This is an optimization exercise on Yosys and OpenROAD, whose aim is small area, a short achievable clock period and few clock cycles per item, not a production implementation. At most, simulation tests tie the RTL to the original design; equivalence was not proved. No functional check of the RTL was part of runs 1 and 2. Power and IR drop assume default switching activity.

## flow/design.v

```verilog
`timescale 1ns / 1ps
package cdsw7_pkg;
  localparam logic [1:0] K_NONE   = 2'd0;
  localparam logic [1:0] K_TICK   = 2'd1;
  localparam logic [1:0] K_TOGGLE = 2'd2;
  localparam logic [1:0] K_SET    = 2'd3;
  localparam logic [21:0] DIGITS_FULL = {3'd6, 4'd0, 3'd0, 4'd0, 4'd0, 4'd0};
endpackage
`timescale 1ns / 1ps
import cdsw7_pkg::*;
module countdown_stopwatch_7seg
(
  input  logic clk,
  input  logic rst,
  input  logic cmd_valid,
  output logic cmd_stall,
  input  logic [14:0] cmd,
  output logic res_valid,
  input  logic res_stall,
  output logic [48:0] res
);
  function automatic logic [6:0] seg10(input logic [3:0] d);
    seg10[0] = (~d[2] & ~d[0]) | d[1] | d[3] | (d[2] & d[0]);
    seg10[1] = ~d[2] | (~d[1] & ~d[0]) | (d[1] & d[0]);
    seg10[2] = ~d[1] | d[0] | d[2];
    seg10[3] = (~d[2] & ~d[0]) | d[3] | (~d[2] & d[1]) | (d[2] & ~d[1] & d[0]) | (d[1] & ~d[0]);
    seg10[4] = (~d[2] & ~d[0]) | (d[1] & ~d[0]);
    seg10[5] = (~d[1] & ~d[0]) | d[3] | (d[2] & ~d[1]) | (d[2] & ~d[0]);
    seg10[6] = (~d[2] & d[1]) | (d[2] & ~d[1]) | d[3] | (d[2] & ~d[0]);
  endfunction
  function automatic logic [6:0] seg6(input logic [2:0] d);
    seg6[0] = (~d[2] & ~d[0]) | d[1] | (d[2] & d[0]);
    seg6[1] = ~d[2] | ~d[0];
    seg6[2] = ~d[1] | d[0];
    seg6[3] = (~d[2] & ~d[0]) | d[1] | (d[2] & d[0]);
    seg6[4] = (~d[2] & ~d[0]);
    seg6[5] = (~d[1] & ~d[0]) | d[2];
    seg6[6] = d[1] | d[2];
  endfunction
  function automatic logic [6:0] seg7(input logic [2:0] d);
    seg7[0] = (~d[2] & ~d[0]) | d[1] | (d[2] & d[0]);
    seg7[1] = ~d[2] | (~d[1] & ~d[0]);
    seg7[2] = ~d[1] | d[0] | d[2];
    seg7[3] = (~d[2] & ~d[0]) | d[1] | (d[2] & d[0]);
    seg7[4] = (~d[2] & ~d[0]) | (d[2] & d[1]);
    seg7[5] = (~d[1] & ~d[0]) | d[2];
    seg7[6] = d[1] | d[2];
  endfunction
  function automatic logic [3:0] dec10(input logic [3:0] d);
    dec10[0] = ~d[0];
    dec10[1] = (d[3] & ~d[0]) | (d[1] & d[0]) | (d[2] & ~d[1] & ~d[0]);
    dec10[2] = (d[3] & ~d[0]) | (d[2] & d[0]) | (d[2] & d[1]);
    dec10[3] = (~d[3] & ~d[2] & ~d[1] & ~d[0]) | (d[3] & d[0]);
  endfunction
  function automatic logic [2:0] dec6(input logic [2:0] d);
    dec6[0] = ~d[0];
    dec6[1] = (d[1] & d[0]) | (d[2] & ~d[0]);
    dec6[2] = (~d[2] & ~d[1] & ~d[0]) | (d[2] & d[0]);
  endfunction
  function automatic logic [2:0] dec7(input logic [2:0] d);
    dec7[0] = (d[1] & ~d[0]) | (d[2] & ~d[0]);
    dec7[1] = (~d[1] & ~d[0]) | (d[1] & d[0]);
    dec7[2] = (~d[2] & ~d[1] & ~d[0]) | (d[2] & d[0]) | (d[2] & d[1]);
  endfunction
  function automatic logic [4:0] m5(input logic [4:0] i);
    m5[0] = (~i[4] & ~i[3] & ~i[1] & i[0]) | (~i[4] & ~i[3] & i[1] & ~i[0]) | (i[4] & ~i[1] & ~i[0]) | (i[3] & i[1] & i[0]) | (i[3] & i[2] & ~i[1] & ~i[0]);
    m5[1] = (~i[4] & ~i[3] & ~i[2] & i[1] & i[0]) | (i[4] & ~i[1] & ~i[0]) | (i[2] & ~i[1] & i[0]) | (i[3] & i[2] & i[1]) | (~i[3] & i[2] & ~i[0]);
    m5[2] = (i[3] & ~i[2] & ~i[1] & ~i[0]) | (i[4] & ~i[1] & i[0]) | (i[4] & i[1] & ~i[0]) | (~i[3] & i[2] & i[1] & i[0]);
    m5[3] = (i[3] & i[0]) | (i[3] & i[1]) | (i[4] & ~i[1]) | (i[4] & ~i[0]) | (i[3] & i[2]);
    m5[4] = (i[4] & i[1] & i[0]);
  endfunction
  function automatic logic [3:0] m3(input logic [3:0] i);
    m3[0] = (i[3] & ~i[1] & ~i[0]) | (~i[3] & ~i[2] & ~i[1] & i[0]) | (~i[3] & ~i[2] & i[1] & ~i[0]) | (i[2] & i[1] & i[0]);
    m3[1] = (i[3] & ~i[1] & i[0]) | (i[3] & i[1] & ~i[0]) | (~i[3] & ~i[2] & i[1] & i[0]) | (i[2] & ~i[1] & ~i[0]);
    m3[2] = (i[2] & i[0]) | (i[3] & ~i[1]) | (i[3] & ~i[0]) | (i[2] & i[1]);
    m3[3] = (i[3] & i[1] & i[0]);
  endfunction
  function automatic logic [4:0] fmt(input logic [4:0] i);
    fmt[0] = i[0];
    fmt[1] = (~i[2] & i[1]) | (i[2] & ~i[1]);
    fmt[2] = (~i[3] & i[2] & i[1]) | (i[3] & ~i[2]) | (i[3] & ~i[1]);
    fmt[3] = (~i[4] & i[3] & ~i[2] & i[1] & ~i[0]) | (i[3] & i[2] & ~i[1] & ~i[0]);
    fmt[4] = (i[3] & i[1] & i[0]) | (i[3] & i[2] & i[0]) | (i[3] & i[2] & i[1]) | i[4];
  endfunction
  function automatic logic [22:0] dec_digits(input logic [21:0] c);
    logic [2:0] mt, st;
    logic [3:0] mo, so, ct, co;
    logic       b0, b1, b2, b3, b4;
    {mt, mo, st, so, ct, co} = c;
    b0 = (co == 4'd0);
    b1 = b0 && (ct == 4'd0);
    b2 = b1 && (so == 4'd0);
    b3 = b2 && (st == 3'd0);
    b4 = b3 && (mo == 4'd0);
    dec_digits[22]    = ({mt, mo, st, so, ct, co[3:1]} == '0);
    dec_digits[3:0]   = dec10(co);
    dec_digits[7:4]   = b0 ? dec10(ct) : ct;
    dec_digits[11:8]  = b1 ? dec10(so) : so;
    dec_digits[14:12] = b2 ? dec6(st) : st;
    dec_digits[18:15] = b3 ? dec10(mo) : mo;
    dec_digits[21:19] = b4 ? dec7(mt) : mt;
  endfunction
  function automatic logic [22:0] step_digits(input logic [21:0] c,
                                              input logic mb, sb, cb);
    logic [2:0] mt, st;
    logic [3:0] mo, so, ct, co;
    logic [4:0] qco, qct, qso, qmo, tmt;
    logic [3:0] qst;
    logic       lso, hso, lmo, hmo;
    logic [18:0] rest;
    {mt, mo, st, so, ct, co} = c;
    qco = m5({co, 1'b0});
    qct = m5({ct, 1'b0});
    lso = qct[3] ^ sb;
    hso = qct[3] & sb;
    qso = m5({so, hso});
    qst = m3({st, qso[4]});
    lmo = qst[2] ^ mb;
    hmo = qst[3] | (qst[2] & mb);
    qmo = m5({mo, hmo});
    tmt = fmt({mt, qmo[4], qmo[3]});
    rest = {qmo[2:0], lmo, qst[1:0], qso[3], qso[2:0], lso, qct[2:0], qco[3],
            qco[2:0], cb};
    step_digits = {tmt[4] || (tmt[3] && rest != '0), tmt[2:0], rest};
  endfunction
  logic [9:0]  set_cs, set_sec;
  logic [5:0]  set_min;
  logic        q_full, p_valid;
  logic [1:0]  q_kind, p_kind;
  logic [21:0] disp;
  logic        run, dirty, full, busy, sat;
  logic [3:0]  idx;
  logic [2:0]  nbits;
  logic        accept, out_free, shows, need_conv, can0, go0, start0, tick0;
  logic        go, start, p_free;
  logic [1:0]  c_kind;
  logic        q_full_n, p_valid_n, run_n, dirty_n, full_n, busy_n;
  logic [1:0]  p_kind_n;
  assign accept   = cmd_valid && !cmd_stall;
  assign out_free = !res_valid || !res_stall;
  always_comb begin
    c_kind = K_NONE;
    if (!cmd[14]) c_kind = K_TICK;
    else case (cmd[13:10])
      4'b0001:                   c_kind = K_TOGGLE;
      4'b0010, 4'b0100, 4'b1000: c_kind = K_SET;
      default:                   c_kind = K_NONE;
    endcase
  end
  assign shows     = (p_kind == K_TOGGLE) || (p_kind == K_TICK && run);
  assign need_conv = shows && (dirty || full);
  assign can0      = p_valid && !busy;
  assign go0       = can0 && !need_conv;
  assign start0    = can0 && need_conv;
  assign tick0     = go0 && p_kind == K_TICK && run;
  assign go        = go0 && out_free;
  assign start     = start0 && out_free;
  assign p_free    = !p_valid || go;
  always_comb begin
    q_full_n  = q_full;
    p_valid_n = p_valid;
    p_kind_n  = p_kind;
    if (p_free) begin
      q_full_n  = 1'b0;
      p_valid_n = q_full || accept;
      p_kind_n  = q_full ? q_kind : c_kind;
    end else if (accept) begin
      q_full_n  = 1'b1;
    end
    busy_n  = start || (busy && idx != 4'd0);
    run_n   = (go && p_kind == K_TOGGLE) ? !run : run;
    dirty_n = !start && (dirty || (go && p_kind == K_SET));
    full_n  = !start && !(go && p_kind == K_SET) && full;
  end
  always_ff @(posedge clk) begin
    if (rst) begin
      set_cs  <= '0;
      set_sec <= '0;
      set_min <= '0;
    end else if (accept && cmd[14]) begin
      if (cmd[13:10] == 4'b0010) set_cs  <= cmd[9:0];
      if (cmd[13:10] == 4'b0100) set_sec <= cmd[9:0];
      if (cmd[13:10] == 4'b1000) set_min <= (cmd[9:6] != 4'd0) ? 6'd61 : cmd[5:0];
    end
  end
  always_ff @(posedge clk) begin
    if (rst) begin
      q_full    <= 1'b0;
      p_valid   <= 1'b0;
      cmd_stall <= 1'b0;
    end else begin
      q_full    <= q_full_n;
      p_valid   <= p_valid_n;
      cmd_stall <= q_full_n || busy_n ||
                   (p_valid_n && (dirty_n || full_n) &&
                    (p_kind_n == K_TOGGLE || (p_kind_n == K_TICK && run_n)));
    end
    p_kind <= p_kind_n;
    if (!q_full) q_kind <= c_kind;
  end
  logic [22:0] step_out, dec_out;
  logic        cur_full;
  logic [21:0] next_disp, free_disp;
  logic [3:0]  idx_dn;
  assign idx_dn   = idx - 4'd1;
  assign step_out = step_digits(disp, nbits[2], nbits[1], nbits[0]);
  assign dec_out  = dec_digits(disp);
  assign cur_full = sat || (tick0 && dec_out[22]);
  always_comb begin
    if (go0 && shows && cur_full)
      free_disp = (tick0 && sat) ? {3'd5, 4'd9, 3'd5, 4'd9, 4'd9, 4'd9} : DIGITS_FULL;
    else if (start0) free_disp = {11'd0, 3'd0, set_sec[9], 4'd0, 3'd0, set_cs[9]};
    else if (tick0)  free_disp = dec_out[21:0];
    else             free_disp = disp;
    if (busy)          next_disp = step_out[21:0];
    else if (out_free) next_disp = free_disp;
    else               next_disp = disp;
  end
  always_ff @(posedge clk) begin
    if (rst) begin
      res_valid <= 1'b0;
      run       <= 1'b0;
      dirty     <= 1'b0;
      full      <= 1'b1;
      busy      <= 1'b0;
      sat       <= 1'b0;
      disp      <= '0;
    end else begin
      disp  <= next_disp;
      run   <= run_n;
      dirty <= dirty_n;
      full  <= full_n;
      busy  <= busy_n;
      if (out_free) res_valid <= go;
      if (start)     sat <= full;
      else if (busy) sat <= sat || step_out[22];
      else if (go)   sat <= 1'b0;
    end
    idx   <= start ? 4'd8 : idx_dn;
    nbits <= start ? {1'b0, set_sec[8], set_cs[8]}
                   : {idx_dn < 4'd6 && set_min[idx_dn[2:0]], set_sec[idx_dn], set_cs[idx_dn]};
  end
  assign res = {1'b0, seg6(disp[14:12]), 1'b0, seg10(disp[11:8]),
                1'b0, seg10(disp[7:4]), 1'b0, seg10(disp[3:0]),
                1'b0, seg7(disp[21:19]), 1'b0, seg10(disp[18:15]), run};
endmodule
```

## flow/flow/run.sh

```bash
#!/bin/bash
# Standard layout, with the port buffers made of buf_1 cells instead of the
# default delay buffers.
set -euo pipefail
cd "$(dirname "$0")/.."
export BUFFER_PORTS_ARGS="-buffer_cell sky130_fd_sc_hd__buf_1"
bash standard.sh > standard.log 2>&1
```

## flow/standard.sh

```bash
#!/bin/bash
# synth_recipe.tcl (not shown) runs the flow's synth.tcl, then flattens the netlist and writes it again
# the make line also repeats each setting of config.mk as NAME=value (left out here)
make -C /OpenROAD-flow-scripts/flow DESIGN_CONFIG=/design/flow/config.mk WORK_HOME=/design/flow/orfs CLKGATE_MAP_FILE= SYNTH_SCRIPT=/design/flow/synth_recipe.tcl "${@:-finish}"
```

## flow/config.mk

```make
export PLATFORM = sky130hd
export DESIGN_NAME = countdown_stopwatch_7seg
export DESIGN_NICKNAME = countdown_stopwatch_7seg
export VERILOG_FILES = /design/flow/design.v
export SDC_FILE = /design/flow/constraint.sdc
export NUM_CORES = 4
export LEC_CHECK = 0
export ABC_AREA = 1
export CAP_MARGIN = 20
export CORE_MARGIN = 2
export CORE_UTILIZATION = 40
export SETUP_SLACK_MARGIN = 5
export SLEW_MARGIN = 20
```

## flow/constraint.sdc

```tcl
create_clock -name core_clock -period 10.0 [get_ports {clk}]
set_input_delay 2.0000 -clock core_clock [delete_from_list [all_inputs] [get_ports {clk}]]
set_output_delay 2.0000 -clock core_clock [all_outputs]
set_load 0.01 [all_outputs]
```

==> results of run 1 <==
==> worst paths after layout <==
kind               end  depth (start not counted)
max            res[36]                          5
min          q_kind[1]                          2
max reg2reg        sat                         18
min reg2reg  q_kind[1]                          2
==> cell usage in the layout, fill, tap and decap left out, drive strengths merged <==
| cell type | n |
|---|---|
| nor3 | 7 |
| nand2 | 190 |
| o21a | 1 |
| clkinvlp | 1 |
| xnor2 | 3 |
| buf | 65 |
| o211ai | 7 |
| o22ai | 9 |
| a211oi | 4 |
| nand3 | 61 |
| nand4 | 9 |
| a21oi | 36 |
| conb | 6 |
| o21ai | 60 |
| inv | 100 |
| nand3b | 4 |
| ha | 22 |
| nor2 | 166 |
| o2111ai | 1 |
| nor3b | 4 |
| dfxtp | 68 |
| o221ai | 2 |
| a31oi | 5 |
| bufinv | 1 |
| and3 | 1 |
| clkinv | 5 |
| a22oi | 1 |
| o21bai | 2 |
| nor4 | 3 |
| clkbuf | 9 |
==> worst reg2reg max path: cells and delay by family, from the launching register on <==
family / cells / cell delay, ns
buf+inv: 1 / 0.06
compound gates: 2 / 0.36
simple gates: 13 / 1.39
fa+ha+maj: 2 / 0.64
flops: 1 / 0.63
==> routing by layer <==
layer  GRT usage [%]  share of wire [%]  vias to the layer above
li1                -                  -                     2655
met1           28.16                 47                     2341
met2           35.70                 47                      132
met3           2.056                4.9                       16
met4           5.783                1.3                        0
met5               0                  0                        -
==> area by class of cell <==
class	count	area [um2]
clock buffer	9	225.2
tap	147	183.9
sequential	68	1361
inverter	101	381.6
multi-input combinational	604	2995
fill	1302	6548
clock inverter	6	65.06
timing repair buffer	65	251.5
==> state kept, by name, summed over array words and instances (netlist names) <==
register   count
busy           1
cmd_stall      1
dirty          1
disp          22
full           1
idx            4
nbits          3
p_kind         2
p_valid        1
q_full         1
q_kind         2
res_valid      1
run            1
sat            1
set_cs        10
set_min        6
set_sec       10
==> report_power, final <==
group	total [mW]	switching, mW	internal, mW
clock	0.317	0.125	0.192
combinational	0.541	0.352	0.189
sequential	0.357	0.0508	0.306
total	1.22	0.528	0.687
==> through the flow <==
stage	cell area [um2]	setup WS [ns]
finish	5464	6.325
global route	5464	6.217
CTS	5464	6.340
detailed placement	5174	6.367
global placement	5174	6.402
floorplan	4932	6.855
==> kinds of logic (layout without fill, tap and decap cells) <==
| logic type | Yosys count | in the layout |
|---|---|---|
| DFF | 68 | 68 |
| xor gates and xnor gates | 3 | 3 |
| adders and majority gates | 22 | 22 |
| other | 1 | 6 |
| and+or+nand+nor | 445 | 445 |
| buffers and inverters | 135 | 181 |
| AOI/OAI and AO/OA | 128 | 128 |
==> results.sh, run 1 <==
export IMPL_route_detailed_drc=0
export IMPL_crit_path_end_kind="output port"
export IMPL_ctsHoldBuffers=0
export IMPL_area_growth_synth_to_final_pct=11.20
export IMPL_leakagePower_nw=2.703
export IMPL_critical_path_top_delay_family="flip-flops"
export IMPL_postSynthRegisterBits=68
export IMPL_achievable_frequency_ghz=0.2721
export IMPL_floorplan_die_area_um2=13190
export IMPL_drtAntennaViolNets=0
export IMPL_postSynth_asyncResetShare_pct=0
export IMPL_die_height_um=114.8
export IMPL_grt_pass1_vias=4670
export IMPL_resized_gates_after_cts=0
export IMPL_drtPass1Iterations=5
export IMPL_post_cts_repair_setup_buffers=0
export IMPL_post_place_cells=985
export IMPL_run_status="no timing/DRC/antenna violations"
export IMPL_cp_slowest_cell="dfxtp_1"
export IMPL_path_cells="inv_1 > nand2_1 > o21ai_0 > nand3b_1 > buf_1"
export IMPL_cp_data_required_time_ns=8.00
export IMPL_cts_root_buffer_cell="clkbuf_16"
export IMPL_setup_worst_path_start="disp[8]"
export IMPL_syn_avg_cell_area_um2=6.127
export IMPL_count_of_flip_flops_with_a_built_in_enable_after_synthesis=0
export IMPL_grt_overflow=0
export IMPL_grt_antenna_before_repair=0
export IMPL_critPathMaxFanout=11
export IMPL_final_util_pct=45.49
export IMPL_final_layout_size_suffix_gt1_share_pct=5.510
export IMPL_synth_mux_area_share_pct=0
export IMPL_rsz0062_at_grt="no"
export IMPL_finClkSkew_ns=0.01028
export IMPL_synth_flop_cell="dfxtp_1"
export IMPL_fin_total_pwr_mw=1.215
export IMPL_cts_tree="built"
export IMPL_largest_net_degree_at_the_start_of_global_routing=47
export IMPL_max_cap_violations=0
export IMPL_numCtsBuffers=9
export IMPL_timing_setup_tns_ns=0
export IMPL_place_congestion=0.8634
export IMPL_synth_simple_gate_area_share_pct=39.60
export IMPL_via_count=5144
export IMPL_portBuffers=63
export IMPL_final_max_slew_violation_count=0
export IMPL_powerDensity_nw_per_um2=222.5
export IMPL_regToRegSetupSlack_ns=6.78
export IMPL_period_needed_ns=3.675
export IMPL_first_iter_violations=330
export IMPL_cpPeakStageDelay_ns=0.55
export IMPL_layout_cells_non_filler=1000
export IMPL_ir_drop_mv=0.1211
export IMPL_clkSlewWorstSetupHoldPaths_ns=0.06
export IMPL_area_of_the_core_region_um2=12010
export IMPL_worst_r2r_startpoint="disp[4]"
export IMPL_first_pass_grt_wire_length_um=22510
export IMPL_synth_top_cells_by_count="nand2_1, nor2_1, inv_1, dfxtp_1, o21ai_0"
export IMPL_relSlewSlack_pct=56.94
export IMPL_yosysTopAreaCellShare_pct=27.71
export IMPL_insertion_delay_ns=0.33
export IMPL_finalNetCount=890
export IMPL_initial_utilization_pct=40.91
export IMPL_min_delay_start="q_kind[1]"
export IMPL_detailed_place_hpwl_um=9990
export IMPL_yosys_area_share_xor_xnor_pct=0.5348
export IMPL_ys_warnings_count=1
export IMPL_boundaryPins=70
export IMPL_worst_slew_pin_transition_ns=0.6450
export IMPL_via_per_inst=5.144
export IMPL_synth_distinct_cells=44
export IMPL_std_cell_rows=40
export IMPL_hold_worst_slack_ns=0.4498
export IMPL_syn_inst=802
export IMPL_hp_class="reg -> reg"
export IMPL_netlist_top_cell_by_area="dfxtp_1"
export IMPL_synthAdderAreaFrac_pct=5.602
export IMPL_synth_area_top_cells="dfxtp_1, nand2_1, nor2_1"
export IMPL_netlist_area_um2=4913
export IMPL_critical_path_n_buffers_inverters=2
export IMPL_timing_worst_setup_path_type="reg -> out"
export IMPL_cts_sinks=68
export IMPL_drt_wirelength_per_cell_um=13.57
export IMPL_timing_hold_violations_final=0
export IMPL_grtUsageTotal_pct=20.88
export IMPL_timing_final_setup_violations=0
export IMPL_crit_path_start_kind="flop"
export IMPL_cts_htree_levels=3
export IMPL_die_w_um=114.8
export IMPL_synth_compound_gate_area_share_pct=14.77
export IMPL_wirelength_um=13570
export IMPL_synthMostInstantiatedCell="nand2_1"
export IMPL_largest_family_of_logic_cells_by_synthesized_area="simple AND/OR/NAND/NOR gates"
export IMPL_cts_max_path_bufs=2
export IMPL_tcrit_tclk_final_pct=36.75
export IMPL_cp_data_arrival_time_ns=1.68
export IMPL_yosysSeqAreaShare_pct=27.71
export IMPL_antenna_diode_count=0
==> inputs of run 2 (changes only) <==
--- a/flow/design.v
+++ b/flow/design.v
@@ -169,3 +169,3 @@
     end
-    busy_n  = start || (busy && idx != 4'd0);
+    busy_n  = (start && top != 4'd0) || (busy && idx != 4'd0);
     run_n   = (go && p_kind == K_TOGGLE) ? !run : run;
@@ -203,4 +203,19 @@
   logic [21:0] next_disp, free_disp;
-  logic [3:0]  idx_dn;
+  logic [3:0]  idx_dn, top, top_dn, nb_idx;
+  logic [9:0]  any_bit;
+  function automatic logic [2:0] bits_at(input logic [3:0] i, input logic [5:0] m,
+                                         input logic [9:0] s, input logic [9:0] c);
+    bits_at = {i < 4'd6 && m[i[2:0]], i < 4'd10 && s[i], i < 4'd10 && c[i]};
+  endfunction
+  assign any_bit = set_cs | set_sec | {4'd0, set_min};
+  always_comb begin
+    top = 4'd0;
+    for (int i = 1; i < 10; i++)
+      if (any_bit[i]) top = 4'(i);
+  end
+  assign top_dn = top - 4'd1;
+  logic [2:0] start_bits;
+  assign start_bits = bits_at(top, set_min, set_sec, set_cs);
   assign idx_dn   = idx - 4'd1;
+  assign nb_idx   = start ? top_dn : idx_dn;
   assign step_out = step_digits(disp, nbits[2], nbits[1], nbits[0]);
@@ -211,3 +226,4 @@
       free_disp = (tick0 && sat) ? {3'd5, 4'd9, 3'd5, 4'd9, 4'd9, 4'd9} : DIGITS_FULL;
-    else if (start0) free_disp = {11'd0, 3'd0, set_sec[9], 4'd0, 3'd0, set_cs[9]};
+    else if (start0) free_disp = {3'd0, 3'd0, start_bits[2], 3'd0, 3'd0, start_bits[1],
+                                  4'd0, 3'd0, start_bits[0]};
     else if (tick0)  free_disp = dec_out[21:0];
@@ -238,5 +254,4 @@
     end
-    idx   <= start ? 4'd8 : idx_dn;
-    nbits <= start ? {1'b0, set_sec[8], set_cs[8]}
-                   : {idx_dn < 4'd6 && set_min[idx_dn[2:0]], set_sec[idx_dn], set_cs[idx_dn]};
+    idx   <= nb_idx;
+    nbits <= bits_at(nb_idx, set_min, set_sec, set_cs);
   end
==> results.sh, run 2 <==
export IMPL_final_layout_size_suffix_gt1_share_pct=7.343
export IMPL_timing_worst_setup_path_type="in -> reg"
export IMPL_ys_warnings_count=1
export IMPL_power_share_sequential_pct=30.3
export IMPL_postSynth_asyncResetShare_pct=0
export IMPL_achievable_frequency_ghz=0.2569
export IMPL_timing_hold_violations_final=0
export IMPL_route_detailed_drc=0
export IMPL_area_of_the_core_region_um2=12160
export IMPL_leakagePower_nw=2.508
export IMPL_layout_filler_cells=1347
export IMPL_syn_inst=806
export IMPL_synth_distinct_cells=51
export IMPL_cts_tree="built"
export IMPL_wl_met1_um=6683
export IMPL_topRoutingLayerUsed="met4"
export IMPL_std_cell_rows=40
export IMPL_netlist_area_um2=5031
export IMPL_yosysSeqAreaShare_pct=27.06
export IMPL_post_cts_repair_setup_buffers=0
export IMPL_cp_data_arrival_time_ns=4.12
export IMPL_max_cap_violations=0
export IMPL_grt_overflow=0
export IMPL_via_per_inst=5.179
export IMPL_die_height_um=116.2
export IMPL_final_common_cell="nand2_1"
export IMPL_area_growth_synth_to_final_pct=11.51
export IMPL_final_util_pct=46.13
export IMPL_crit_path_end_kind="flop"
export IMPL_top_register="disp"
export IMPL_finalNetCount=894
export IMPL_yosysTopAreaCellShare_pct=27.06
export IMPL_largest_net_degree_at_the_start_of_global_routing=34
export IMPL_cts_max_path_bufs=2
export IMPL_largest_reg_flops=22
export IMPL_netlist_top_cell_by_area="dfxtp_1"
export IMPL_hp_class="reg -> reg"
export IMPL_cts_root_buffer_cell="clkbuf_16"
export IMPL_portBuffers=63
export IMPL_synthMostInstantiatedCell="nand2_1"
export IMPL_tcrit_tclk_final_pct=38.93
export IMPL_final_max_slew_violation_count=0
export IMPL_postLayoutCellArea_um2=5610
export IMPL_rsz0062_at_grt="no"
export IMPL_period_needed_ns=3.893
export IMPL_drt_wirelength_per_cell_um=13.63
export IMPL_via_count=5314
export IMPL_initial_utilization_pct=41.37
export IMPL_insertion_delay_ns=0.33
export IMPL_crit_path_start_kind="input port"
export IMPL_switching_power_mw=0.4666
export IMPL_synth_area_top_cells="dfxtp_1, nand2_1, nor2_1"
export IMPL_grt_antenna_before_repair=0
export IMPL_floorplan_die_area_um2=13490
export IMPL_sw_share_pct=41.76
export IMPL_drtPass1Iterations=5
export IMPL_grt_pass1_vias=4894
export IMPL_detailroute_wirelength_met3_um=582
export IMPL_postSynthRegisterBits=68
export IMPL_critPathMaxFanout=22
export IMPL_layout_top_registers="disp (22), set_cs (10), set_sec (10)"
export IMPL_wirelength_um=13980
export IMPL_first_iter_violations=484
export IMPL_antenna_diode_count=0
export IMPL_syn_avg_cell_area_um2=6.242
export IMPL_layout_common_cells="nand2_1, nor2_1, inv_1"
export IMPL_synth_top_cells_by_count="nand2_1, nor2_1, inv_1, dfxtp_1, nand3_1"
export IMPL_worst_slew_pin_transition_ns=1.103
export IMPL_place_congestion=0.9186
export IMPL_powerDensity_nw_per_um2=199.2
export IMPL_share_comb_of_total_power_pct=42.9
export IMPL_cts_htree_levels=3
export IMPL_grtUsageTotal_pct=21.83
export IMPL_placedInstanceArea_um2=5330
export IMPL_first_pass_grt_wire_length_um=23520
export IMPL_run_status="no timing/DRC/antenna violations"
export IMPL_detailed_place_hpwl_um=10360
export IMPL_clkSlewWorstSetupHoldPaths_ns=0.05
export IMPL_ctsHoldBuffers=0
export IMPL_finClkSkew_ns=0.007749
export IMPL_timing_final_setup_violations=0
export IMPL_drtAntennaViolNets=0
export IMPL_relSlewSlack_pct=26.46
export IMPL_synth_flop_cell="dfxtp_1"
export IMPL_cts_sinks=68
export IMPL_timing_setup_tns_ns=0
export IMPL_numCtsBuffers=9
export IMPL_cp_data_required_time_ns=10.23
export IMPL_count_of_flip_flops_with_a_built_in_enable_after_synthesis=0
export IMPL_die_w_um=116.2
export IMPL_detailed_routed_wire_length_on_met2_um=6485
export IMPL_internal_power_mw=0.6508
export IMPL_resized_gates_after_cts=0
export IMPL_ir_drop_mv=0.07989
export IMPL_boundaryPins=70
export IMPL_p_clk_share_pct=26.7
run 2: changes by cell type after synthesis, sizes merged, moves of 8 or more:
cell | before | now
nand3 | 61 | 69
nor2 | 166 | 120
a21oi | 36 | 52
o21ai | 60 | 84
nand2 | 190 | 162
nor3 | 7 | 19
run 2: logic make-up after synthesis:
kind of cell | after synthesis | synth area share, %
other cells | 1 | 0.07454
xor+xnor | 3 | 0.8209
fa+ha+maj | 22 | 5.471
flops | 68 | 27.06
buf+inv | 140 | 11.56
simple gates | 390 | 33.92
compound gates | 182 | 21.09
run 2: area by class of cell:
cell class	count	area (um2)	area share [%]
clock buffer	12	256.5	4.572
multi-input combinational	603	3107	55.37
tap	168	210.2	3.747
inverter	106	400.4	7.136
sequential	68	1361	24.26
clock inverter	4	23.77	0.4237
timing repair buffer	65	251.5	4.483
run 2: critical path, stage by stage:
cell     delay, ns
buf_1         0.07
nand2_1       0.17
nand3_4       0.14
o21ai_2       0.67
ha_1          0.40
inv_1         0.14
a21oi_1       0.14
o21ai_1       0.08
nand3_1       0.12
nand3_1       0.07
nand2_1       0.08
inv_1         0.04
run 2: path summary, 6_finish.rpt:
path	start	endpoint	slack, ns	cells past startpoint
setup / recovery	res_stall	nbits[1]	6.11	12
hold / removal	q_kind[1]	q_kind[1]	0.46	2
setup reg to reg	disp[6]	sat	6.61	18
hold reg to reg	q_kind[1]	q_kind[1]	0.46	2
run 2: metrics by stage:
stage	hold slack [ns]	cells	setup slack [ns]	total power, mW
final	0.4606	1026	6.107	1.117
after global routing	0.4911	1026	5.875	1.212
after CTS	0.4641	1026	6.101	1.121
after detailed placement	0.4497	1010	5.755	0.8201
after global placement	0.4481	1010	5.818	0.8189
after floorplan	0.4178	811	6.167	0.7119
run 2: power groups by stage:
stage	sequential [mW]	combinational (mW)	clock, mW
floorplan	0.329	0.383	0
global placement	0.345	0.473	0
detailed placement	0.344	0.476	0
CTS	0.339	0.478	0.304
global route	0.345	0.550	0.317
finish	0.339	0.480	0.299
run 2: layer usage:
metal	vias to the layer above	track usage [%]
met2	140	35.83
met4	0	7.937
met3	18	3.166
met1	2396	29.33
li1	2760	-
met5	-	0
==> inputs of run 3 (changes only) <==
--- a/flow/design.v
+++ b/flow/design.v
@@ -219,3 +219,3 @@
   assign idx_dn   = idx - 4'd1;
-  assign nb_idx   = start ? top_dn : idx_dn;
+  assign nb_idx   = start0 ? top_dn : idx_dn;
   assign step_out = step_digits(disp, nbits[2], nbits[1], nbits[0]);
--- a/flow/config.mk
+++ b/flow/config.mk
@@ -10,3 +10,3 @@
 export CORE_MARGIN = 2
-export CORE_UTILIZATION = 40
+export CORE_UTILIZATION = 65
 export SETUP_SLACK_MARGIN = 5
==> results.sh, run 3 <==
export IMPL_first_pass_grt_wire_length_um=24340
export IMPL_antenna_diode_count=0
export IMPL_first_iter_violations=522
export IMPL_ys_warnings_count=1
export IMPL_relSlewSlack_pct=31.71
export IMPL_synth_area_top_cells="dfxtp_1, nand2_1, inv_1"
export IMPL_route_detailed_drc=0
export IMPL_die_w_um=92.88
export IMPL_detailed_place_hpwl_um=10940
export IMPL_achievable_frequency_ghz=0.2732
export IMPL_worstSetupEndpoint="res[39]"
export IMPL_cp_slowest_cell="dfxtp_1"
export IMPL_final_max_slew_violation_count=0
export IMPL_yosysTopAreaCellShare_pct=26.51
export IMPL_synth_mux_area_share_pct=0
export IMPL_std_cell_rows=32
export IMPL_area_of_the_core_region_um2=7687
export IMPL_synth_top_cells_by_count="nand2_1, inv_1, nor2_1, dfxtp_1, nand3_1"
export IMPL_largest_family_of_logic_cells_by_synthesized_area="simple AND/OR/NAND/NOR gates"
export IMPL_floorplan_die_area_um2=8627
export IMPL_grtUsageTotal_pct=34.93
export IMPL_largest_reg_flops=22
export IMPL_syn_inst=819
export IMPL_drtPass1Iterations=5
export IMPL_postSynthRegisterBits=68
export IMPL_resized_gates_after_cts=0
export IMPL_final_util_pct=73.00
export IMPL_cp_data_arrival_time_ns=1.66
export IMPL_via_count=5643
export IMPL_timing_worst_setup_path_type="reg -> out"
export IMPL_run_status="no timing/DRC/antenna violations"
export IMPL_worst_slew_pin_transition_ns=1.020
export IMPL_postSynth_asyncResetShare_pct=0
export IMPL_wirelength_um=14520
export IMPL_layout_cells_non_filler=975
export IMPL_cts_root_buffer_cell="clkbuf_8"
export IMPL_ctsHoldBuffers=0
export IMPL_share_comb_of_total_power_pct=43.2
export IMPL_crit_path_end_kind="output port"
export IMPL_p_clk_share_pct=26.0
export IMPL_numCtsBuffers=9
export IMPL_yosysSeqAreaShare_pct=26.51
export IMPL_powerDensity_nw_per_um2=193.9
export IMPL_count_of_flip_flops_with_a_built_in_enable_after_synthesis=0
export IMPL_cpPeakStageDelay_ns=0.50
export IMPL_timing_reg2reg_worst_path_depth=18
export IMPL_layout_top_registers="disp (22), set_cs (10), set_sec (10)"
export IMPL_switching_power_mw=0.4583
export IMPL_setup_worst_path_start="disp[10]"
export IMPL_grt_antenna_before_repair=0
export IMPL_max_cap_violations=0
export IMPL_finalNetCount=909
export IMPL_critical_path_n_buffers_inverters=2
export IMPL_cp_data_required_time_ns=8.00
export IMPL_synth_flop_cell="dfxtp_1"
export IMPL_boundaryPins=70
export IMPL_worst_r2r_startpoint="disp[6]"
export IMPL_regToRegEndpoint="sat"
export IMPL_cts_max_path_bufs=2
export IMPL_stages_on_the_worst_setup_path=5
export IMPL_synth_distinct_cells=49
export IMPL_drtAntennaViolNets=0
export IMPL_cts_tree="built"
export IMPL_initial_utilization_pct=66.80
export IMPL_place_congestion=0.9350
export IMPL_insertion_delay_ns=0.35
export IMPL_leakagePower_nw=2.488
export IMPL_layout_common_cells="nand2_1, inv_1, nor2_1"
export IMPL_regToRegSetupSlack_ns=6.39
export IMPL_finClkSkew_ns=0.01234
export IMPL_power_share_sequential_pct=30.8
export IMPL_sw_share_pct=42.12
export IMPL_synth_simple_gate_area_share_pct=35.33
export IMPL_period_needed_ns=3.661
export IMPL_critical_path_top_delay_family="flip-flops"
export IMPL_tcrit_tclk_final_pct=36.61
export IMPL_synth_compound_gate_area_share_pct=20.30
export IMPL_path_cells="inv_1 > ha_1 > nor2_1 > nand2_1 > buf_1"
export IMPL_largest_net_degree_at_the_start_of_global_routing=36
export IMPL_drt_wirelength_per_cell_um=14.89
export IMPL_syn_avg_cell_area_um2=6.270
export IMPL_cts_htree_levels=3
export IMPL_timing_final_setup_violations=0
export IMPL_grt_overflow=0
export IMPL_ir_drop_mv=0.1217
export IMPL_portBuffers=63
export IMPL_netlist_top_cell_by_area="dfxtp_1"
export IMPL_clkSlewWorstSetupHoldPaths_ns=0.08
export IMPL_critPathMaxFanout=9
export IMPL_area_growth_synth_to_final_pct=9.284
export IMPL_post_cts_repair_setup_buffers=0
export IMPL_internal_power_mw=0.6298
export IMPL_synthAdderAreaFrac_pct=5.361
export IMPL_synthMostInstantiatedCell="nand2_1"
export IMPL_final_layout_size_suffix_gt1_share_pct=8.133
export IMPL_cts_sinks=68
export IMPL_timing_hold_violations_final=0
export IMPL_netlist_area_um2=5135
export IMPL_post_place_cells=959
export IMPL_rsz0062_at_grt="no"
export IMPL_timing_setup_tns_ns=0
export IMPL_via_per_inst=5.788
export IMPL_crit_path_start_kind="flop"
export IMPL_hp_class="reg -> reg"
export IMPL_die_height_um=92.88
export IMPL_yosys_area_share_xor_xnor_pct=1.243
export IMPL_top_register="disp"
export IMPL_final_common_cell="nand2_1"
export IMPL_grt_pass1_vias=5258
## run 3: layout make-up
| class | count | area (um2) |
|---|---|---|
| Clock inverter | 7 | 123.9 |
| Tap cell | 102 | 127.6 |
| Sequential cell | 68 | 1361 |
| Clock buffer | 9 | 123.9 |
| Multi-Input combinational cell | 617 | 3218 |
| Fill cell | 670 | 2076 |
| Timing Repair Buffer | 64 | 244.0 |
| Inverter | 108 | 412.9 |
## run 3: metrics by stage
step	setup slack, ns	power [mW]	hold WS (ns)	instance area [um2]
floorplan	6.795	0.6984	0.4178	5154
global placement	6.562	0.7918	0.4440	5364
detailed placement	6.415	0.8000	0.4508	5364
CTS	6.353	1.084	0.4726	5612
global route	6.190	1.166	0.4924	5612
finish	6.339	1.088	0.4690	5612
## run 3: cell families after synthesis
kind of cell / count (synthesis)
AND/OR/NAND/NOR: 409
XOR/XNOR: 3
flip-flops: 68
adder cells (fa/ha/maj): 22
other: 1
AO/OA/AOI/OAI: 177
buffers and inverters: 139
## run 3: worst min-delay path by stage
| stage | cells past startpoint | end | from |
|---|---|---|---|
| detailed placement | 2 | q_kind[1] | q_kind[1] |
| global placement | 2 | q_kind[1] | q_kind[1] |
| finish | 2 | q_kind[1] | q_kind[1] |
| CTS | 2 | q_kind[1] | q_kind[1] |
| floorplan | 2 | q_kind[1] | q_kind[1] |
| global route | 2 | q_kind[1] | q_kind[1] |
## run 3: worst register-to-register path, delay by kind of cell (launching register included)
family | cells | cell delay, ns
compound gates | 5 | 1.11
simple gates | 7 | 0.91
fa+ha+maj | 3 | 0.72
buf+inv | 3 | 0.23
flops | 1 | 0.52
## run 3: power groups by stage
stage	logic, mW	clock network, mW	registers, mW
3_3_place_gp	0.453	0	0.339
3_5_place_dp	0.459	0	0.341
6_report	0.470	0.283	0.336
5_1_grt	0.526	0.299	0.341
4_1_cts	0.464	0.285	0.335
2_1_floorplan	0.372	0	0.326
## run 3: routing by layer
metal	track usage, %	part of all wire [%]	up-vias
li1	-	-	2783
met2	61.11	49	267
met1	41.88	41	2544
met3	5.289	6.0	49
met5	0	0	-
met4	16.30	3.9	0
Testbench counts of run 3, summed over its fixed seeds: cycles 20,882, items 16,000.
==> inputs of run 4 (changes only) <==
--- a/flow/config.mk
+++ b/flow/config.mk
@@ -10,3 +10,3 @@
 export CORE_MARGIN = 2
-export CORE_UTILIZATION = 65
+export CORE_UTILIZATION = 40
 export SETUP_SLACK_MARGIN = 5
==> results.sh, run 4 <==
export IMPL_critical_path_n_buffers_inverters=2
export IMPL_cts_htree_levels=3
export IMPL_die_w_um=117.3
export IMPL_largest_net_degree_at_the_start_of_global_routing=36
export IMPL_wirelength_um=14670
export IMPL_area_of_the_core_region_um2=12570
export IMPL_synthMostInstantiatedCell="nand2_1"
export IMPL_grt_antenna_before_repair=0
export IMPL_ir_drop_mv=0.09785
export IMPL_syn_avg_cell_area_um2=6.270
export IMPL_synth_distinct_cells=49
export IMPL_layout_common_cells="nand2_1, inv_1, nor2_1"
export IMPL_worst_slew_pin_transition_ns=0.7153
export IMPL_stages_on_the_worst_setup_path=5
export IMPL_clkSlewWorstSetupHoldPaths_ns=0.06
export IMPL_crit_path_start_kind="flop"
export IMPL_cp_slowest_cell="dfxtp_1"
export IMPL_syn_inst=819
export IMPL_die_height_um=117.3
export IMPL_netlist_area_um2=5135
export IMPL_area_growth_synth_to_final_pct=13.38
export IMPL_route_detailed_drc=0
export IMPL_layout_top_registers="disp (22), set_cs (10), set_sec (10)"
export IMPL_drtAntennaViolNets=0
export IMPL_leakagePower_nw=2.542
export IMPL_antenna_diode_count=0
export IMPL_cts_tree="built"
export IMPL_ctsHoldBuffers=0
export IMPL_cp_data_arrival_time_ns=1.61
export IMPL_final_util_pct=46.32
export IMPL_post_cts_repair_setup_buffers=0
export IMPL_synth_top_cells_by_count="nand2_1, inv_1, nor2_1, dfxtp_1, nand3_1"
export IMPL_relSlewSlack_pct=52.25
export IMPL_cpPeakStageDelay_ns=0.49
export IMPL_count_of_flip_flops_with_a_built_in_enable_after_synthesis=0
export IMPL_crit_path_end_kind="output port"
export IMPL_grtUsageTotal_pct=21.66
export IMPL_regToRegEndpoint="sat"
export IMPL_via_count=5423
export IMPL_final_layout_size_suffix_gt1_share_pct=8.352
export IMPL_timing_reg2reg_worst_path_depth=18
export IMPL_largest_reg_flops=22
export IMPL_portBuffers=63
export IMPL_place_congestion=0.8900
export IMPL_std_cell_rows=41
export IMPL_synth_area_top_cells="dfxtp_1, nand2_1, inv_1"
export IMPL_first_pass_grt_wire_length_um=24630
export IMPL_drt_wirelength_per_cell_um=14.03
export IMPL_numCtsBuffers=9
export IMPL_floorplan_die_area_um2=13760
export IMPL_synth_flop_cell="dfxtp_1"
export IMPL_rsz0062_at_grt="no"
export IMPL_timing_setup_tns_ns=0
export IMPL_final_common_cell="nand2_1"
export IMPL_yosysTopAreaCellShare_pct=26.51
export IMPL_layout_filler_cells=1359
export IMPL_finalNetCount=910
export IMPL_path_cells="inv_1 > nand2_1 > nand2_1 > or2_2 > buf_1"
export IMPL_detailed_place_hpwl_um=11060
export IMPL_cts_max_path_bufs=2
export IMPL_final_max_slew_violation_count=0
export IMPL_crit_path_frequent_cell="nand2_1"
export IMPL_max_cap_violations=0
export IMPL_boundaryPins=70
export IMPL_tcrit_tclk_final_pct=36.14
export IMPL_top_register="disp"
export IMPL_period_needed_ns=3.614
export IMPL_first_iter_violations=340
export IMPL_cts_root_buffer_cell="clkbuf_16"
export IMPL_grt_overflow=0
export IMPL_initial_utilization_pct=40.86
export IMPL_run_status="no timing/DRC/antenna violations"
export IMPL_setup_worst_path_start="disp[12]"
export IMPL_timing_final_setup_violations=0
export IMPL_critPathMaxFanout=8
export IMPL_critical_path_top_delay_family="simple AND/OR/NAND/NOR gates"
export IMPL_regToRegSetupSlack_ns=6.50
export IMPL_timing_worst_setup_path_type="reg -> out"
export IMPL_worstSetupEndpoint="res[44]"
export IMPL_netlist_top_cell_by_area="dfxtp_1"
export IMPL_drtPass1Iterations=7
export IMPL_via_per_inst=5.185
export IMPL_achievable_frequency_ghz=0.2767
export IMPL_cts_sinks=68
export IMPL_insertion_delay_ns=0.34
export IMPL_resized_gates_after_cts=0
export IMPL_grt_pass1_vias=5109
export IMPL_timing_hold_violations_final=0
export IMPL_postSynthRegisterBits=68
export IMPL_yosysSeqAreaShare_pct=26.51
export IMPL_hp_class="reg -> reg"
export IMPL_finClkSkew_ns=0.008376
export IMPL_cp_data_required_time_ns=8.00
export IMPL_powerDensity_nw_per_um2=202.8
export IMPL_ys_warnings_count=1
export IMPL_worst_r2r_startpoint="disp[6]"
export IMPL_postSynth_asyncResetShare_pct=0
[run 4: area by class of cell]
class | count | area, um2 | area share [%]
inverter | 108 | 412.9 | 7.092
tap | 172 | 215.2 | 3.697
multi-input combinational | 617 | 3224 | 55.38
clock inverter | 7 | 123.9 | 2.128
timing repair buffer | 65 | 259.0 | 4.449
clock buffer | 9 | 225.2 | 3.868
sequential | 68 | 1361 | 23.38
[run 4: per-layer routing]
metal	share of wire, %	track usage, %	vias to the layer above
met3	6.4	3.842	25
met1	47	29.00	2423
li1	-	-	2795
met4	2.1	7.605	0
met5	0	0	-
met2	45	35.09	180
[run 4: cells by family (layout without fill, tap and decap cells)]
kind of cell	count (synthesis)	count (layout)	synth area share, %
AOI/OAI and AO/OA	177	177	20.30
DFF	68	68	26.51
other	1	6	0.07303
and+or+nand+nor	409	409	35.33
adders and majority gates	22	22	5.361
xor gates and xnor gates	3	3	1.243
buffers and inverters	139	189	11.18
[run 4: worst min path at each step]
stage	startpoint	end	cells past startpoint
2_1_floorplan	q_kind[1]	q_kind[1]	2
3_3_place_gp	q_kind[1]	q_kind[1]	2
3_5_place_dp	q_kind[1]	q_kind[1]	2
4_1_cts	q_kind[1]	q_kind[1]	2
5_1_grt	q_kind[1]	q_kind[1]	2
6_report	q_kind[1]	q_kind[1]	2
[run 4: metrics by stage]
| step | worst slack [ns] | std cells | power (mW) | instance area (um2) | hold WS, ns |
|---|---|---|---|---|---|
| 2_1_floorplan | 6.795 | 824 | 0.6984 | 5154 | 0.4178 |
| 3_3_place_gp | 6.393 | 1029 | 0.8058 | 5451 | 0.4395 |
| 3_5_place_dp | 6.372 | 1029 | 0.8025 | 5451 | 0.4362 |
| 4_1_cts | 6.406 | 1045 | 1.183 | 5801 | 0.4498 |
| 5_1_grt | 6.042 | 1046 | 1.263 | 5822 | 0.4791 |
| 6_report | 6.386 | 1046 | 1.180 | 5822 | 0.4452 |
[run 4: power breakdown]
part / total [mW] / switching (mW) / internal (mW)
clock: 0.380 / 0.134 / 0.245
sequential: 0.336 / 0.0335 / 0.303
combinational: 0.465 / 0.304 / 0.161
[run 4: tightest hold or removal path: cells and delay by family (launching register included)]
kind	cells	cell delay, ns
DFF	1	0.30
and+or+nand+nor	2	0.11
==> inputs of run 5 (changes only) <==
--- a/flow/config.mk
+++ b/flow/config.mk
@@ -7,3 +7,4 @@
 export LEC_CHECK = 0
-export ABC_AREA = 1
+export ABC_AREA = 0
+export ABC_CLOCK_PERIOD_IN_PS = 2500
 export CAP_MARGIN = 20
==> results.sh, run 5 <==
export IMPL_numCtsBuffers=9
export IMPL_ir_drop_mv=0.1294
export IMPL_drt_wirelength_per_cell_um=16.20
export IMPL_crit_path_start_kind="flop"
export IMPL_yosysSeqAreaShare_pct=25.62
export IMPL_timing_worst_setup_path_type="reg -> out"
export IMPL_postSynthRegisterBits=68
export IMPL_resized_gates_after_cts=0
export IMPL_layout_cells_non_filler=914
export IMPL_insertion_delay_ns=0.34
export IMPL_final_max_slew_violation_count=0
export IMPL_ys_warnings_count=1
export IMPL_cts_max_path_bufs=2
export IMPL_via_count=5250
export IMPL_synthMostInstantiatedCell="nor2_1"
export IMPL_leakagePower_nw=2.294
export IMPL_place_congestion=0.8945
export IMPL_layout_common_cells="nor2_1, dfxtp_1, buf_1"
export IMPL_wirelength_um=14810
export IMPL_hp_class="reg -> reg"
export IMPL_final_common_cell="nor2_1"
export IMPL_post_place_cells=898
export IMPL_cts_sinks=68
export IMPL_detailed_place_hpwl_um=10940
export IMPL_via_per_inst=5.744
export IMPL_crit_path_frequent_cell="inv_1"
export IMPL_yosysTopAreaCellShare_pct=25.62
export IMPL_syn_avg_cell_area_um2=7.527
export IMPL_synth_area_top_cells="dfxtp_1, nor2_1, mux2i_1"
export IMPL_clkSlewWorstSetupHoldPaths_ns=0.06
export IMPL_boundaryPins=70
export IMPL_ctsHoldBuffers=0
export IMPL_worst_slew_pin_transition_ns=0.8215
export IMPL_cp_slowest_cell="dfxtp_1"
export IMPL_relSlewSlack_pct=45.23
export IMPL_grt_antenna_before_repair=0
export IMPL_initial_utilization_pct=40.61
export IMPL_synth_distinct_cells=81
export IMPL_grtUsageTotal_pct=20.89
export IMPL_tcrit_tclk_final_pct=38.58
export IMPL_area_growth_synth_to_final_pct=9.866
export IMPL_final_layout_size_suffix_gt1_share_pct=6.775
export IMPL_share_comb_of_total_power_pct=33.8
export IMPL_setup_ws_ns=6.142
export IMPL_route_detailed_drc=0
export IMPL_std_cell_rows=42
export IMPL_first_pass_grt_wire_length_um=24580
export IMPL_globalRouteMet3Util_pct=3.975
export IMPL_critPathMaxFanout=8
export IMPL_power_share_sequential_pct=33.7
export IMPL_postLayoutCellArea_um2=5838
export IMPL_finalNetCount=774
export IMPL_cpPeakStageDelay_ns=0.49
export IMPL_layout_filler_cells=1343
export IMPL_die_height_um=119.3
export IMPL_timing_final_setup_violations=0
export IMPL_netlist_area_um2=5314
export IMPL_postSynth_asyncResetShare_pct=0
export IMPL_cts_root_buffer_cell="clkbuf_16"
export IMPL_floorplan_die_area_um2=14220
export IMPL_switching_power_mw=0.3740
export IMPL_netlist_top_cell_by_area="dfxtp_1"
export IMPL_portBuffers=63
export IMPL_finClkSkew_ns=0.006851
export IMPL_achievable_frequency_ghz=0.2592
export IMPL_gr_usage_met2_pct=35.02
export IMPL_count_of_flip_flops_with_a_built_in_enable_after_synthesis=0
export IMPL_antenna_diode_count=0
export IMPL_powerDensity_nw_per_um2=171.0
export IMPL_synth_top_cells_by_count="nor2_1, dfxtp_1, a21oi_1, nand2_1, mux2i_1"
export IMPL_largest_net_degree_at_the_start_of_global_routing=54
export IMPL_layout_top_registers="disp (22), set_cs (10), set_sec (10)"
export IMPL_post_cts_repair_setup_buffers=0
export IMPL_cp_data_arrival_time_ns=1.86
export IMPL_timing_setup_tns_ns=0
export IMPL_top_register="disp"
export IMPL_run_status="no timing/DRC/antenna violations"
export IMPL_syn_inst=706
export IMPL_internal_power_mw=0.6241
export IMPL_period_needed_ns=3.858
export IMPL_grt_pass1_vias=4990
export IMPL_timing_hold_violations_final=0
export IMPL_max_cap_violations=0
export IMPL_path_cells="inv_1 > ha_1 > inv_1 > a21oi_1 > or3_1 > buf_1"
export IMPL_globalRoute_busiestLayer="met2"
export IMPL_die_w_um=119.3
export IMPL_drtAntennaViolNets=0
export IMPL_crit_path_end_kind="output port"
export IMPL_first_iter_violations=390
export IMPL_sw_share_pct=37.47
export IMPL_cp_data_required_time_ns=8.00
export IMPL_grt_overflow=0
export IMPL_cts_tree="built"
export IMPL_drtPass1Iterations=5
export IMPL_synth_flop_cell="dfxtp_1"
export IMPL_largest_reg_flops=22
export IMPL_rsz0062_at_grt="no"
export IMPL_gr_usage_met1_pct=27.42
export IMPL_p_clk_share_pct=32.5
export IMPL_placedInstanceArea_um2=5538
export IMPL_hold_worst_slack_ns=0.4555
export IMPL_place_worst_setup_slack_ns=6.236
export IMPL_area_of_the_core_region_um2=13090
export IMPL_cts_htree_levels=3
-- run 5: cell count changes after synthesis, sizes merged, moves of 10 or more --
cell	change
nand3	-53
nor3	+13
inv	-79
clkbuf	+16
nand2	-146
o21ai	-33
nand2b	+10
mux2i	+36
-- run 5: power by group through the flow --
stage / clock network [mW] / logic (mW) / registers (mW)
3_3_place_gp: 0 / 0.332 / 0.341
2_1_floorplan: 0 / 0.280 / 0.318
4_1_cts: 0.330 / 0.337 / 0.336
3_5_place_dp: 0 / 0.335 / 0.342
5_1_grt: 0.340 / 0.375 / 0.342
6_report: 0.324 / 0.337 / 0.337
-- run 5: logic make-up (layout without fill, tap and decap cells) --
group,after synthesis,after routing,share of synthesized area (%)
adders and majority gates,22,22,5.180
muxes,41,41,8.194
xor gates and xnor gates,19,19,3.273
other,1,6,0.07057
and+or+nand+nor,266,266,24.46
DFF,68,68,25.62
buffers and inverters,85,112,7.323
AOI/OAI and AO/OA,204,204,25.88
-- run 5: final timing paths --
kind | cells after the start | startpoint | to | slack (ns)
setup / recovery | 6 | disp[16] | res[4] | 6.14
hold reg to reg | 2 | q_kind[1] | q_kind[1] | 0.46
hold / removal | 2 | q_kind[1] | q_kind[1] | 0.46
setup reg to reg | 14 | disp[6] | disp[21] | 6.18
-- run 5: through the flow --
stage	power [mW]	utilization, %
2_1_floorplan	0.5976	-
3_3_place_gp	0.6722	42.32
3_5_place_dp	0.6773	42.32
4_1_cts	1.003	44.62
5_1_grt	1.056	44.62
6_report	0.9981	44.62
-- run 5: per-layer routing --
layer  up-vias  part of all wire (%)
li1       2599                     -
met1      2464                    46
met2       164                    48
met3        23                   5.0
met4         0                   1.6
met5         -                     0
-- run 5: area by class of cell --
cell class	instances	area [um2]	area share, %
inverters	30	113.9	1.950
clock inverters	7	75.07	1.286
flip-flops and latches	68	1361	23.32
repair buffers	66	260.3	4.458
clock buffers	9	225.2	3.858
multi-input cells	558	3582	61.36
well taps	176	220.2	3.772
-- run 5: worst max-delay path: cells and delay by family, from the launching register on --
kind | cells | cell delay, ns
flip-flops | 1 | 0.49
buffers and inverters | 3 | 0.38
AND/OR/NAND/NOR | 1 | 0.32
adder cells (fa/ha/maj) | 1 | 0.27
AO/OA/AOI/OAI | 1 | 0.07
==> inputs of run 6 (changes only) <==
--- a/flow/design.v
+++ b/flow/design.v
@@ -102,3 +102,3 @@
   endfunction
-  function automatic logic [22:0] step_digits(input logic [21:0] c,
+  function automatic logic [23:0] step_digits(input logic [21:0] c,
                                               input logic mb, sb, cb);
@@ -123,3 +123,3 @@
             qco[2:0], cb};
-    step_digits = {tmt[4] || (tmt[3] && rest != '0), tmt[2:0], rest};
+    step_digits = {tmt[4], tmt[3], tmt[2:0], rest};
   endfunction
@@ -200,3 +200,5 @@
   end
-  logic [22:0] step_out, dec_out;
+  logic [23:0] step_out;
+  logic [22:0] dec_out;
+  logic        hi_q, eq6_q, over;
   logic        cur_full;
@@ -216,14 +218,13 @@
   assign top_dn = top - 4'd1;
-  logic [2:0] start_bits;
-  assign start_bits = bits_at(top, set_min, set_sec, set_cs);
   assign idx_dn   = idx - 4'd1;
-  assign nb_idx   = start0 ? top_dn : idx_dn;
+  assign nb_idx   = start0 ? top_dn : (busy ? idx_dn : top);
   assign step_out = step_digits(disp, nbits[2], nbits[1], nbits[0]);
   assign dec_out  = dec_digits(disp);
-  assign cur_full = sat || (tick0 && dec_out[22]);
+  assign over     = sat || hi_q || (eq6_q && disp[18:0] != '0);
+  assign cur_full = over || (tick0 && dec_out[22]);
   always_comb begin
     if (go0 && shows && cur_full)
-      free_disp = (tick0 && sat) ? {3'd5, 4'd9, 3'd5, 4'd9, 4'd9, 4'd9} : DIGITS_FULL;
-    else if (start0) free_disp = {3'd0, 3'd0, start_bits[2], 3'd0, 3'd0, start_bits[1],
-                                  4'd0, 3'd0, start_bits[0]};
+      free_disp = (tick0 && over) ? {3'd5, 4'd9, 3'd5, 4'd9, 4'd9, 4'd9} : DIGITS_FULL;
+    else if (start0) free_disp = {3'd0, 3'd0, nbits[2], 3'd0, 3'd0, nbits[1],
+                                  4'd0, 3'd0, nbits[0]};
     else if (tick0)  free_disp = dec_out[21:0];
@@ -242,2 +243,4 @@
       sat       <= 1'b0;
+      hi_q      <= 1'b0;
+      eq6_q     <= 1'b0;
       disp      <= '0;
@@ -250,4 +253,6 @@
       if (out_free) res_valid <= go;
+      hi_q  <= busy && step_out[23];
+      eq6_q <= busy && step_out[22];
       if (start)     sat <= full;
-      else if (busy) sat <= sat || step_out[22];
+      else if (busy) sat <= over;
       else if (go)   sat <= 1'b0;
@@ -255,3 +260,3 @@
     idx   <= nb_idx;
-    nbits <= bits_at(nb_idx, set_min, set_sec, set_cs);
+    if (!(start0 && !out_free)) nbits <= bits_at(nb_idx, set_min, set_sec, set_cs);
   end
--- a/flow/config.mk
+++ b/flow/config.mk
@@ -7,4 +7,3 @@
 export LEC_CHECK = 0
-export ABC_AREA = 0
-export ABC_CLOCK_PERIOD_IN_PS = 2500
+export ABC_AREA = 1
 export CAP_MARGIN = 20
==> results.sh, run 6 <==
export IMPL_boundaryPins=70
export IMPL_synth_distinct_cells=50
export IMPL_detailed_place_hpwl_um=10300
export IMPL_crit_path_start_kind="flop"
export IMPL_tcrit_tclk_final_pct=36.52
export IMPL_via_per_inst=5.119
export IMPL_layout_common_cells="nand2_1, nor2_1, inv_1"
export IMPL_via_count=5303
export IMPL_postSynth_asyncResetShare_pct=0
export IMPL_gr_usage_met2_pct=35.45
export IMPL_finalNetCount=902
export IMPL_cts_root_buffer_cell="clkbuf_16"
export IMPL_die_w_um=117.3
export IMPL_area_growth_synth_to_final_pct=12.64
export IMPL_finClkSkew_ns=0.007717
export IMPL_timing_setup_tns_ns=0
export IMPL_antenna_diode_count=0
export IMPL_internal_power_mw=0.6540
export IMPL_synth_top_cells_by_count="nand2_1, nor2_1, inv_1, dfxtp_1, nand3_1"
export IMPL_syn_inst=811
export IMPL_insertion_delay_ns=0.33
export IMPL_area_of_the_core_region_um2=12570
export IMPL_grt_pass1_vias=4996
export IMPL_fin_total_pwr_mw=1.024
export IMPL_std_cell_rows=41
export IMPL_drtAntennaViolNets=0
export IMPL_clkSlewWorstSetupHoldPaths_ns=0.06
export IMPL_portBuffers=63
export IMPL_cp_data_arrival_time_ns=1.65
export IMPL_largest_net_degree_at_the_start_of_global_routing=28
export IMPL_top_register="disp"
export IMPL_achievable_frequency_ghz=0.2738
export IMPL_ir_drop_mv=0.09513
export IMPL_cts_max_path_bufs=2
export IMPL_sw_share_pct=36.12
export IMPL_postSynthRegisterBits=70
export IMPL_synth_flop_cell="dfxtp_1"
export IMPL_final_common_cell="nand2_1"
export IMPL_route_detailed_drc=0
export IMPL_ctsHoldBuffers=0
export IMPL_rsz0062_at_grt="no"
export IMPL_cts_tree="built"
export IMPL_switching_power_mw=0.3699
export IMPL_yosysSeqAreaShare_pct=27.87
export IMPL_ys_warnings_count=1
export IMPL_syn_avg_cell_area_um2=6.333
export IMPL_powerDensity_nw_per_um2=177.0
export IMPL_yosysTopAreaCellShare_pct=26.11
export IMPL_p_clk_share_pct=35.3
export IMPL_gr_usage_met1_pct=25.94
export IMPL_share_comb_of_total_power_pct=31.7
export IMPL_wirelength_um=13920
export IMPL_leakagePower_nw=2.550
export IMPL_numCtsBuffers=9
export IMPL_crit_path_end_kind="output port"
export IMPL_timing_worst_setup_path_type="reg -> out"
export IMPL_netlist_top_cell_by_area="dfxtp_1"
export IMPL_first_iter_violations=443
export IMPL_cts_sinks=70
export IMPL_synthMostInstantiatedCell="nand2_1"
export IMPL_netlist_area_um2=5136
export IMPL_first_pass_grt_wire_length_um=23520
export IMPL_die_height_um=117.3
export IMPL_place_congestion=0.8655
export IMPL_critPathMaxFanout=14
export IMPL_run_status="no timing/DRC/antenna violations"
export IMPL_grt_overflow=0
export IMPL_floorplan_die_area_um2=13760
export IMPL_layout_filler_cells=1359
export IMPL_largest_reg_flops=20
export IMPL_timing_final_setup_violations=0
export IMPL_final_layout_size_suffix_gt1_share_pct=8.218
export IMPL_globalRouteMet3Util_pct=3.599
export IMPL_cts_htree_levels=3
export IMPL_grt_antenna_before_repair=0
export IMPL_drt_wirelength_per_cell_um=13.43
export IMPL_timing_hold_violations_final=0
export IMPL_count_of_flip_flops_with_a_built_in_enable_after_synthesis=3
export IMPL_power_share_sequential_pct=33.0
export IMPL_post_cts_repair_setup_buffers=0
export IMPL_resized_gates_after_cts=0
export IMPL_initial_utilization_pct=40.87
export IMPL_worst_slew_pin_transition_ns=0.9465
export IMPL_cp_data_required_time_ns=8.00
export IMPL_synth_area_top_cells="dfxtp_1, nand2_1, nor2_1"
export IMPL_grtUsageTotal_pct=20.31
export IMPL_relSlewSlack_pct=36.81
export IMPL_drtPass1Iterations=5
export IMPL_hp_class="reg -> reg"
export IMPL_layout_top_registers="disp (20), set_cs (10), set_sec (10)"
export IMPL_period_needed_ns=3.652
export IMPL_final_max_slew_violation_count=0
export IMPL_max_cap_violations=0
export IMPL_globalRoute_busiestLayer="met2"
run 6: cell types whose count changed after synthesis, sizes merged, moves of 10 or more:
cell,change
o21ai,+33
clkbuf,-17
nand2,+136
nand3,+46
nand2b,-10
inv,+64
mux2i,-36
a211oi,-10
nor2,+35
nor4,-10
nor3,-12
xor2,-10
run 6: final cells by class:
type	instances	area [um2]	area share, %
clock buffers	11	264.0	4.563
clock inverters	5	78.83	1.362
inverters	96	360.3	6.228
multi-input cells	617	3184	55.04
flip-flops and latches	70	1431	24.74
well taps	172	215.2	3.720
repair buffers	65	251.5	4.347
run 6: kinds of logic after synthesis:
kind of cell | Yosys count | synth area share [%]
flip-flops | 70 | 27.87
XOR/XNOR | 3 | 0.5117
adder cells (fa/ha/maj) | 24 | 5.847
AO/OA/AOI/OAI | 167 | 19.44
buffers and inverters | 129 | 10.50
AND/OR/NAND/NOR | 417 | 35.76
other | 1 | 0.07301
run 6: worst paths after layout:
path                   from        end  slack, ns  cells past startpoint
setup / recovery    disp[8]    res[36]       6.35                      5
setup reg to reg       busy   nbits[2]       6.44                     13
hold / removal    q_kind[1]  q_kind[1]       0.46                      2
hold reg to reg   q_kind[1]  q_kind[1]       0.46                      2
run 6: worst max-delay path, cell delays in order, from the launching register on:
cell,delay [ns]
dfxtp_1,0.67
inv_2,0.15
nand2_1,0.17
o21ai_0,0.10
nand3_1,0.07
buf_1,0.15
run 6: power groups by stage:
stage,logic [mW],clock network (mW),registers (mW)
6_report,0.324,0.362,0.338
5_1_grt,0.367,0.377,0.342
4_1_cts,0.324,0.369,0.337
3_5_place_dp,0.322,0,0.344
3_3_place_gp,0.323,0,0.345
2_1_floorplan,0.255,0,0.329
run 6: routing by layer:
layer	up-vias	part of all wire (%)
met4	0	1.5
met2	110	47
met3	18	3.9
li1	2748	-
met1	2427	47
met5	-	0
run 6: metrics by stage:
step                      setup slack [ns]  hold slack (ns)  utilization, %  area (um2)  instances
after floorplan                      6.862           0.4178               -        5155        816
after global placement               6.485           0.4407           43.31        5443       1020
after CTS                            6.340           0.4600           46.03        5786       1036
after detailed placement             6.487           0.4377           43.31        5443       1020
after global routing                 6.031           0.5027           46.03        5786       1036
final                                6.348           0.4611           46.03        5786       1036
Testbench counts of run 6, summed over its fixed seeds: cycles 20,882, items 16,000.

port drivers added, routing unchanged:
In the flow no input, the clock included, has a driving cell. The finished layouts below were timed again as built, in two steps.
Step 1 (the two cells are an assumption about what drives the block):
set clk [get_ports {clk}]
set_driving_cell -lib_cell sky130_fd_sc_hd__clkbuf_16 $clk
set_driving_cell -lib_cell sky130_fd_sc_hd__buf_2 [delete_from_list [all_inputs] $clk]
Step 2 adds t to the input delays and takes it off the output delays; t is the mean of the earliest and latest rising clock arrival at the registers after step 1. Input paths then give back, and output paths get back, about the clock's delay inside the block.
Three values: no drivers, after step 1, after step 2; two values: the first two.
| run | shift t [ns] | slack for setup (ns) | worst hold slack (ns) | slew at the worst register clock pin (ns) |
|---|---|---|---|---|
| run 1 | 0.365 | 6.325 / 6.288 / 6.385 | 0.450 / 0.450 / 0.450 | 0.06 / 0.06 |
| run 2 | 0.369 | 6.107 / 6.128 / 5.759 | 0.461 / 0.461 / 0.461 | 0.06 / 0.06 |
| run 3 | 0.381 | 6.339 / 6.305 / 6.368 | 0.469 / 0.469 / 0.469 | 0.09 / 0.09 |
| run 4 | 0.377 | 6.386 / 6.347 / 6.415 | 0.445 / 0.445 / 0.445 | 0.07 / 0.07 |
| run 5 | 0.373 | 6.142 / 6.103 / 6.182 | 0.456 / 0.456 / 0.456 | 0.06 / 0.06 |
| run 6 | 0.365 | 6.348 / 6.307 / 6.445 | 0.461 / 0.461 / 0.461 | 0.06 / 0.06 |
After both steps every run listed still meets setup and hold. The setup slack of run 2, which loses most, moves by +0.021 ns with the drivers and by -0.348 ns with both steps.
